Source: an optimization exercise on an open RTL-to-GDS flow (aim: small area, a short achievable clock period and few clock cycles per item). Production flows keep margins and buffers that such runs may drop.
RTL that was checked went through simulation tests only; none was proved equivalent to the original.
Power figures rest on the tool's default switching activity, not on a simulated workload.

## build 4
==> flow/design.v (excerpt) <==
module mul_top
(
  input  wire                          clk,
  input  wire                          rst_n,
  input  wire [5-1:0]    awaddr,
  input  wire                          awvalid,
  output logic                         awready,
  input  wire [31:0]                   wdata,
  input  wire                          wvalid,
  output logic                         wready,
  output logic                         bvalid,
  output logic [1:0]           bresp,
  input  wire                          bready,
  input  wire [5-1:0]    araddr,
  input  wire                          arvalid,
  output logic                         arready,
  output logic                         rvalid,
  output logic [31:0]                  rdata,
  output logic [1:0]           rresp,
  input  wire                          rready
);
Size: roughly 1,300 cells after synthesis, roughly 220 flip-flops, roughly 90 I/O pins, roughly 0.014 mm2 of cells after synthesis.
clock: 5.0 ns
lec_check: 0
cap_margin: 20
core_margin: 2
core_utilization: 40
setup_slack_margin: 2.0
slew_margin: 20
standard.sh (not shown) runs the stock make flow with config.mk's settings and CLKGATE_MAP_FILE= SYNTH_SCRIPT=/design/flow/synth_recipe.tcl, a recipe that flattens the netlist after the stock synthesis.
==> flow/flow/run.sh <==
#!/bin/bash
# Standard ORFS layout (the standard.sh, standard synthesis unchanged),
# with two changes to how the layout is made: plain buf_2 cells as the port
# buffers, and clock tree synthesis without dummy loads.
# Each step's full output goes to its own log in this folder.
set -euo pipefail
export BUFFER_PORTS_ARGS="-buffer_cell sky130_fd_sc_hd__buf_2"
export CTS_ARGS="-sink_clustering_enable -repair_clock_nets -dont_use_dummy_load"
bash standard.sh synth > synth.log 2>&1
bash standard.sh floorplan > floorplan.log 2>&1
bash standard.sh place > place.log 2>&1
bash standard.sh cts > cts.log 2>&1
bash standard.sh route > route.log 2>&1
bash standard.sh finish > finish.log 2>&1
Build 4 did not stop at any stage, and its layout met the timing, design-rule and antenna checks.
Testbench counts of build 4, summed over its fixed seeds: cycles 48,000, ops 3,200.
Inputs modified between build 4 and build 81:
- SETUP_SLACK_MARGIN changed from 2.0 to 2.5
- ABC_AREA newly set to 1
## What came out
Delta (build 81 minus build 4): met1 capacity usage during global routing climbed 2.9 points; static leakage now sits higher. Delta (build 81 minus build 4): share of total power in the clock network now smaller, pre-CTS worst setup slack now larger. Going from build 4 to build 81, layout clock buffer count shrank by a few percent. Row final cell count: build 81 higher / build 4 lower. Worst setup path endpoint = rdata[25]: build 4; worst setup path endpoint = p_lo[31]: build 81. On initial cell density of the core, build 4 and build 81 are basically level. The buffer and inverter count on the worst path of build 81 falls short of that of build 4 by 1. Sort build 4 and build 81 by core utilization, descending, and build 81 comes first.
#### Input delta (build 83 over build 81)
- ABC_CLOCK_PERIOD_IN_PS newly set to 2500
- SETUP_SLACK_MARGIN changed from 2.5 to 2.2
- ABC_AREA removed (was 1)
diff --git a/flow/flow/run.sh b/flow/flow/run.sh
--- a/flow/flow/run.sh
+++ b/flow/flow/run.sh
@@ -3,3 +3,3 @@
 # with two changes to how the layout is made: plain buf_2 cells as the port
-# buffers, and clock tree synthesis without dummy loads.
+# buffers, and clock tree synthesis with larger sink clusters and without dummy loads.
 # Each step's full output goes to its own log in this folder.
@@ -7,3 +7,3 @@
 export BUFFER_PORTS_ARGS="-buffer_cell sky130_fd_sc_hd__buf_2"
-export CTS_ARGS="-sink_clustering_enable -repair_clock_nets -dont_use_dummy_load"
+export CTS_ARGS="-sink_clustering_enable -repair_clock_nets -dont_use_dummy_load -sink_clustering_size 30 -sink_clustering_max_diameter 150"
 bash standard.sh synth > synth.log 2>&1
--- outcome ---
For build 83 and build 81, there was not a single run that failed to finish clean. The final reports for build 83 and build 81 show portion of the layout cell area used by non-clock buffers lower in the former. The final reports for build 83 and build 81 show non-clock buffer count lower in the former. The ratio of final minimum period to clock period in build 83 sits 2.0 points below the value recorded for build 81.
Setup changes, build 83 to build 22
==> flow/run.sh (new file) <==
#!/bin/bash
# synth_recipe.tcl (not shown) runs the flow's synth.tcl, then flattens the netlist and writes it again
# the make line also repeats each setting of config.mk as NAME=value (left out here)
make -C /OpenROAD-flow-scripts/flow DESIGN_CONFIG=/design/flow/config.mk WORK_HOME=/design/flow/orfs CLKGATE_MAP_FILE= SYNTH_SCRIPT=/design/flow/synth_recipe.tcl finish
removed: flow/flow/run.sh
removed: flow/standard.sh
[summary]
- From build 83 to build 22 the numbers moved as follows: storage element area level, number of nets in the layout saw an increase, combinational power went up by about 10%, worst-case headroom to the max-slew limit grew by 14 points.
- Of build 83 and build 22, build 83 shows the higher worst-case hold slack, with build 22 below it.
- The total power reported for build 22 is greater than that of build 83 by 1.0 mW.
- Comparing build 83 with build 22, the power in sequential cells came out essentially unchanged.
- The first-iteration DRC count number comes out lower for build 22 vs build 83.
- [build 22 vs build 83] filler cell count: lower in build 22


alpha:
The RTL this note starts from:
==> flow/design.v <==
`timescale 1ns/1ps
`default_nettype none
module mul_top
(
  input  wire                          clk,
  input  wire                          rst_n,
  input  wire [5-1:0]    awaddr,
  input  wire                          awvalid,
  output logic                         awready,
  input  wire [31:0]                   wdata,
  input  wire                          wvalid,
  output logic                         wready,
  output logic                         bvalid,
  output logic [1:0]           bresp,
  input  wire                          bready,
  input  wire [5-1:0]    araddr,
  input  wire                          arvalid,
  output logic                         arready,
  output logic                         rvalid,
  output logic [31:0]                  rdata,
  output logic [1:0]           rresp,
  input  wire                          rready
);
  logic [31:0] x;           
  logic        xv;          
  logic [31:0] y;           
  logic        yv;          
  logic [32:0] s;           
  logic [32:0] c;           
  logic        cin;         
  logic [31:0] p_lo;        
  logic        pv;          
  logic [2:0]  da, db;      
  logic [33:0] y3;          
  logic        running;     
  logic        acc;         
  logic        hib;         
  logic        h16;         
  logic [2:0]  cnt;         
  logic        done;        
  logic [31:0] count;
  logic        bv;
  logic        berr;
  logic        step;        
  logic        fin;         
  logic        rpend;
  logic        aw_q;        
  logic        ar_q;        
  logic        rv_q;        
  logic [31:0] rdq;         
  logic        rerr;
  logic        sel_x, sel_y, sel_ctrl, sel_lo, sel_hi, sel_cnt;
  logic wr_en;
  logic wr_hit;
  logic start;
  logic x_we;
  logic y_we;
  assign awready = aw_q;
  assign wready  = awready;
  assign wr_en   = awready & awvalid & wvalid;
  always_comb
  begin
    case (awaddr)
      5'h00,
      5'h04,
      5'h08,
      5'h0C,
      5'h10,
      5'h14: wr_hit = 1'b1;
      default:        wr_hit = 1'b0;
    endcase
  end
  assign x_we  = wr_en & (awaddr == 5'h00);
  assign y_we  = wr_en & (awaddr == 5'h04);
  assign start = wr_en & (awaddr == 5'h08) & wdata[0];
  assign bvalid = bv;
  assign bresp  = {berr, 1'b0};
  always_ff @(posedge clk or negedge rst_n)
  begin
    if (!rst_n)
    begin
      bv <= 1'b0;
      xv <= 1'b0;
      yv <= 1'b0;
    end
    else
    begin
      if (wr_en)
        bv <= 1'b1;
      else if (bready)
        bv <= 1'b0;
      if (x_we)
        xv <= 1'b1;
      if (y_we)
        yv <= 1'b1;
    end
  end
  always_ff @(posedge clk)
  begin
    if (wr_en)
      berr <= ~wr_hit;
    if (x_we)
      x <= wdata;
    if (y_we)
      y <= wdata;
  end
  logic rd_en;
  assign arready  = ar_q;
  assign rd_en    = arready & arvalid;
  assign rvalid   = rv_q;
  assign rresp    = {rerr, 1'b0};
  always_ff @(posedge clk or negedge rst_n)
  begin
    if (!rst_n)
      rpend <= 1'b0;
    else if (rd_en)
      rpend <= 1'b1;
    else if (rvalid & rready)
      rpend <= 1'b0;
  end
  always_ff @(posedge clk or negedge rst_n)
  begin
    if (!rst_n)
    begin
      sel_x    <= 1'b0;
      sel_y    <= 1'b0;
      sel_ctrl <= 1'b0;
      sel_lo   <= 1'b0;
      sel_hi   <= 1'b0;
      sel_cnt  <= 1'b0;
      rerr     <= 1'b0;
    end
    else if (rd_en)
    begin
      sel_x    <= (araddr == 5'h00) & xv;
      sel_y    <= (araddr == 5'h04) & yv;
      sel_ctrl <= (araddr == 5'h08);
      sel_lo   <= (araddr == 5'h0C) & pv;
      sel_hi   <= (araddr == 5'h10) & pv;
      sel_cnt  <= (araddr == 5'h14);
      rerr     <= ~((araddr == 5'h00) | (araddr == 5'h04) |
                    (araddr == 5'h08) | (araddr == 5'h0C) |
                    (araddr == 5'h10) | (araddr == 5'h14));
    end
    else if (rvalid & rready)
    begin
      sel_x    <= 1'b0;
      sel_y    <= 1'b0;
      sel_ctrl <= 1'b0;
      sel_lo   <= 1'b0;
      sel_hi   <= 1'b0;
      sel_cnt  <= 1'b0;
    end
  end
  logic       running_n;
  logic       hib_n;
  logic [2:0] cnt_n;
  logic       bv_n;
  logic       rpend_n;
  logic       sel_lo_n;
  logic       sel_hi_n;
  logic       near_end_n;
  logic       rdq_acc;
  assign running_n  = start | (running & ~fin);
  assign hib_n      = fin;
  assign cnt_n      = step ? cnt + 3'd1 : cnt;
  assign bv_n       = wr_en | (bv & ~bready);
  assign rpend_n    = rd_en | (rpend & ~(rvalid & rready));
  assign sel_lo_n   = rd_en ? ((araddr == 5'h0C) & pv) : (sel_lo & ~(rvalid & rready));
  assign sel_hi_n   = rd_en ? ((araddr == 5'h10) & pv) : (sel_hi & ~(rvalid & rready));
  assign rdq_acc    = rd_en & ((araddr == 5'h00) | (araddr == 5'h04) |
                               (araddr == 5'h14));
  assign near_end_n = (cnt_n == 3'd5) | (cnt_n == 3'd6) | (cnt_n == 3'd7) | (cnt_n == 3'd0);
  always_ff @(posedge clk or negedge rst_n)
  begin
    if (!rst_n)
    begin
      aw_q <= 1'b1;
      ar_q <= 1'b1;
      rv_q <= 1'b0;
    end
    else
    begin
      aw_q <= ~running_n & ~hib_n & ~bv_n;
      ar_q <= ~rpend_n & (~running_n | near_end_n);
      rv_q <= rpend_n & ~rdq_acc
                      & ~(sel_lo_n & running_n & (cnt_n != 3'd0))
                      & ~(sel_hi_n & (running_n | hib_n));
    end
  end
  always_ff @(posedge clk)
    rdq <= ({32{sel_x}}   & x)
         | ({32{sel_y}}   & y)
         | ({32{sel_cnt}} & count);
  assign rdata = ({32{sel_lo}}  & p_lo)
               | ({32{sel_hi}}  & s[31:0])
               | rdq
               | {30'd0, sel_ctrl & done, 1'b0};
  function automatic logic [36:0] maj3(input logic [36:0] a, input logic [36:0] b,
                                       input logic [36:0] d);
    maj3 = (a & b) | (a & d) | (b & d);
  endfunction
  logic [32:0] s_in;
  logic [36:0] r0, r1, r2, r3;
  logic [36:0] a1, b1, a4, b4;
  logic [3:0]  dn;          
  logic [4:0]  low;
  logic [16:0] hi_lo;       
  logic [16:0] hi_hi;       
  logic [17:0] hi_hi_c;
  pfx_add #(.N(16)) i_hi_lo
  (
    .a   (s[15:0]),
    .b   (c[15:0]),
    .cin (cin),
    .sum (hi_lo)
  );
  pfx_add #(.N(17)) i_hi_hi
  (
    .a   (s[32:16]),
    .b   (c[32:16]),
    .cin (h16),
    .sum (hi_hi_c)
  );
  assign hi_hi = hi_hi_c[16:0];
  assign step = start | (running & (cnt != 3'd0));
  assign fin  = running & (cnt == 3'd0);
  assign s_in = s & {33{acc}};
  assign dn   = x_we ? (wdata[3:0] & {4{yv}})
              : y_we ? (x[3:0] & {4{xv}})
              : (x[4*(cnt+3'd1) +: 4] & {4{xv & yv}});
  function automatic logic [2:0] onehot3(input logic [1:0] d);
    onehot3 = {d == 2'd3, d == 2'd2, d == 2'd1};
  endfunction
  logic [34:0] y3_sum;
  pfx_add #(.N(34)) i_y3
  (
    .a   ({1'b0, y, 1'b0}),
    .b   ({2'd0, y}),
    .cin (1'b0),
    .sum (y3_sum)
  );
  always_ff @(posedge clk)
    y3 <= y3_sum[33:0];
  always_comb
  begin
    r0 = {3'd0, ({34{da[0]}} & {2'd0, y}) | ({34{da[1]}} & {1'd0, y, 1'd0})
              | ({34{da[2]}} & y3)};
    r1 = {1'd0, ({34{db[0]}} & {2'd0, y}) | ({34{db[1]}} & {1'd0, y, 1'd0})
              | ({34{db[2]}} & y3), 2'd0};
    r2 = {4'd0, s_in};
    r3 = {4'd0, c};
    a1 = r0 ^ r1 ^ r2;
    b1 = maj3(r0, r1, r2) << 1;
    a4 = a1 ^ b1 ^ r3;
    b4 = maj3(a1, b1, r3) << 1;
    low    = {1'b0, a4[3:0]} + {1'b0, b4[3:0]} + {4'd0, cin};
  end
  always_ff @(posedge clk or negedge rst_n)
  begin
    if (!rst_n)
    begin
      running <= 1'b0;
      acc     <= 1'b0;
      hib     <= 1'b0;
      cnt     <= 3'd0;
      pv      <= 1'b0;
      done    <= 1'b0;
      da      <= 3'd0;
      db      <= 3'd0;
      count   <= '0;
    end
    else
    begin
      if (start)
        acc <= 1'b1;
      else if (cnt == 3'd7)
        acc <= 1'b0;
      if (start)
      begin
        running <= 1'b1;
        pv      <= 1'b1;
        done    <= 1'b1;
      end
      else if (fin)
        running <= 1'b0;
      hib <= fin;
      if (step)
        cnt <= cnt + 3'd1;
      if (x_we | y_we | step)
      begin
        da <= onehot3(dn[1:0]);
        db <= onehot3(dn[3:2]);
      end
      count <= count + {31'd0, running & (cnt == 3'd1)};
      if (rvalid & rready & sel_ctrl)
        done <= 1'b0;
    end
  end
  always_ff @(posedge clk)
  begin
    c   <= step ? b4[36:4] : (c & {33{running}});
    cin <= step ? low[4] : (cin & running);
    h16 <= hi_lo[16];
    if (step)
    begin
      s    <= a4[36:4];
      p_lo <= {low[3:0], p_lo[31:4]};
    end
    else
    begin
      if (fin)
        s[15:0]  <= hi_lo[15:0];
      if (hib)
        s[32:16] <= hi_hi;
    end
  end
endmodule
module pfx_add #(parameter int N = 16)
(
  input  wire [N-1:0] a,
  input  wire [N-1:0] b,
  input  wire         cin,
  output logic [N:0]  sum
);
  localparam int L = $clog2(N);
  logic [N-1:0] g [L+1];    
  logic [N-1:0] p [L+1];    
  logic [N-1:0] hp;         
  always_comb
  begin
    hp   = a ^ b;
    g[0] = a & b;
    p[0] = hp;
    g[0][0] = (a[0] & b[0]) | (hp[0] & cin);
    for (int l = 0; l < L; l++)
    begin
      for (int i = 0; i < N; i++)
      begin
        if ((i >> l) % 2 == 1)
        begin
          g[l+1][i] = g[l][i] | (p[l][i] & g[l][((i >> l) << l) - 1]);
          p[l+1][i] = p[l][i] & p[l][((i >> l) << l) - 1];
        end
        else
        begin
          g[l+1][i] = g[l][i];
          p[l+1][i] = p[l][i];
        end
      end
    end
    sum[0] = hp[0] ^ cin;
    for (int i = 1; i < N; i++)
      sum[i] = hp[i] ^ g[L][i-1];
    sum[N] = g[L][N-1];
  end
endmodule
`default_nettype wire
export LEC_CHECK = 0
export ABC_CLOCK_PERIOD_IN_PS = 1800
export CAP_MARGIN = 20
export CORE_MARGIN = 2
export CORE_UTILIZATION = 40
export SETUP_SLACK_MARGIN = 2.2
export SLEW_MARGIN = 20
create_clock -name core_clock -period 5.0 [get_ports {clk}]
==> flow/flow/run.sh <==
#!/bin/bash
# Standard ORFS layout (the standard.sh, standard synthesis unchanged),
# with two changes to how the layout is made: plain buf_2 cells as the port
# buffers, and clock tree synthesis without dummy loads.
# Each step's full output goes to its own log in this folder.
set -euo pipefail
export BUFFER_PORTS_ARGS="-buffer_cell sky130_fd_sc_hd__buf_2"
export CTS_ARGS="-sink_clustering_enable -repair_clock_nets -dont_use_dummy_load"
bash standard.sh synth > synth.log 2>&1
bash standard.sh floorplan > floorplan.log 2>&1
bash standard.sh place > place.log 2>&1
bash standard.sh cts > cts.log 2>&1
bash standard.sh route > route.log 2>&1
bash standard.sh finish > finish.log 2>&1
alpha | status: complete | timing, DRC, antenna: pass
## Diff of input files: beta against alpha
- a change of ABC_CLOCK_PERIOD_IN_PS from 1800 to 2500
==> comparison <==
- As far as total power draw goes, beta and alpha are indistinguishable; the numbers are identical.
- Number of antenna cells inserted came out exactly the same in alpha and beta.
- On remaining antenna violation count after routing, alpha and beta are basically level.
- From alpha to beta, number of clock buffer instances in the layout did not move at all.
- Global-route usage: beta vs alpha identical
- For area enclosed by the die boundary, alpha and beta come out practically identical.
- Diff beta..alpha | routed wire length | unchanged
- From beta to alpha, routed wire length per instance did not move at all.
No functional check of the RTL was part of any run of this note.

-- separate check: timing with driven ports --
The results above use ideal ports. As a check the final layouts listed here were re-extracted and re-timed, cells and wires unchanged.
Step 1, drivers: a clkbuf_16 drives clk and a buf_2 each remaining input, both assumed.
Step 2 moves the port delays by t, midway between the first and last clock arrival at a register: inputs arrive t later, outputs are due t later. That takes back most of the time a late clock gives input paths.
a / b / c = no drivers / after step 1 / after step 2; a / b = the first two.
| run | t (ns) | setup slack, ns | worst setup path after step 2 | latest minus earliest clock arrival (ns) | slew at the worst register clock pin (ns) |
|---|---|---|---|---|---|
| build 4 | 0.573 | 2.036 / 1.986 / 1.666 | input to register | 0.057 / 0.058 | 0.06 / 0.06 |
| build 81 | 0.578 | 2.027 / 1.974 / 2.027 | register to register | 0.034 / 0.034 | 0.06 / 0.06 |
| build 83 | 0.510 | 2.127 / 2.127 / 1.856 | input to register | 0.064 / 0.063 | 0.12 / 0.12 |
| build 22 | 0.581 | 1.975 / 1.925 / 1.736 | input to register | 0.025 / 0.025 | 0.06 / 0.06 |
| alpha | 0.618 | 2.041 / 2.041 / 1.728 | input to register | 0.034 / 0.034 | 0.07 / 0.07 |
| beta | 0.618 | 2.041 / 2.041 / 1.728 | input to register | 0.034 / 0.034 | 0.07 / 0.07 |
After both steps every run listed still meets setup and hold. The setup slack of build 4, which loses most, moves by -0.050 ns with the drivers and by -0.370 ns with both steps.
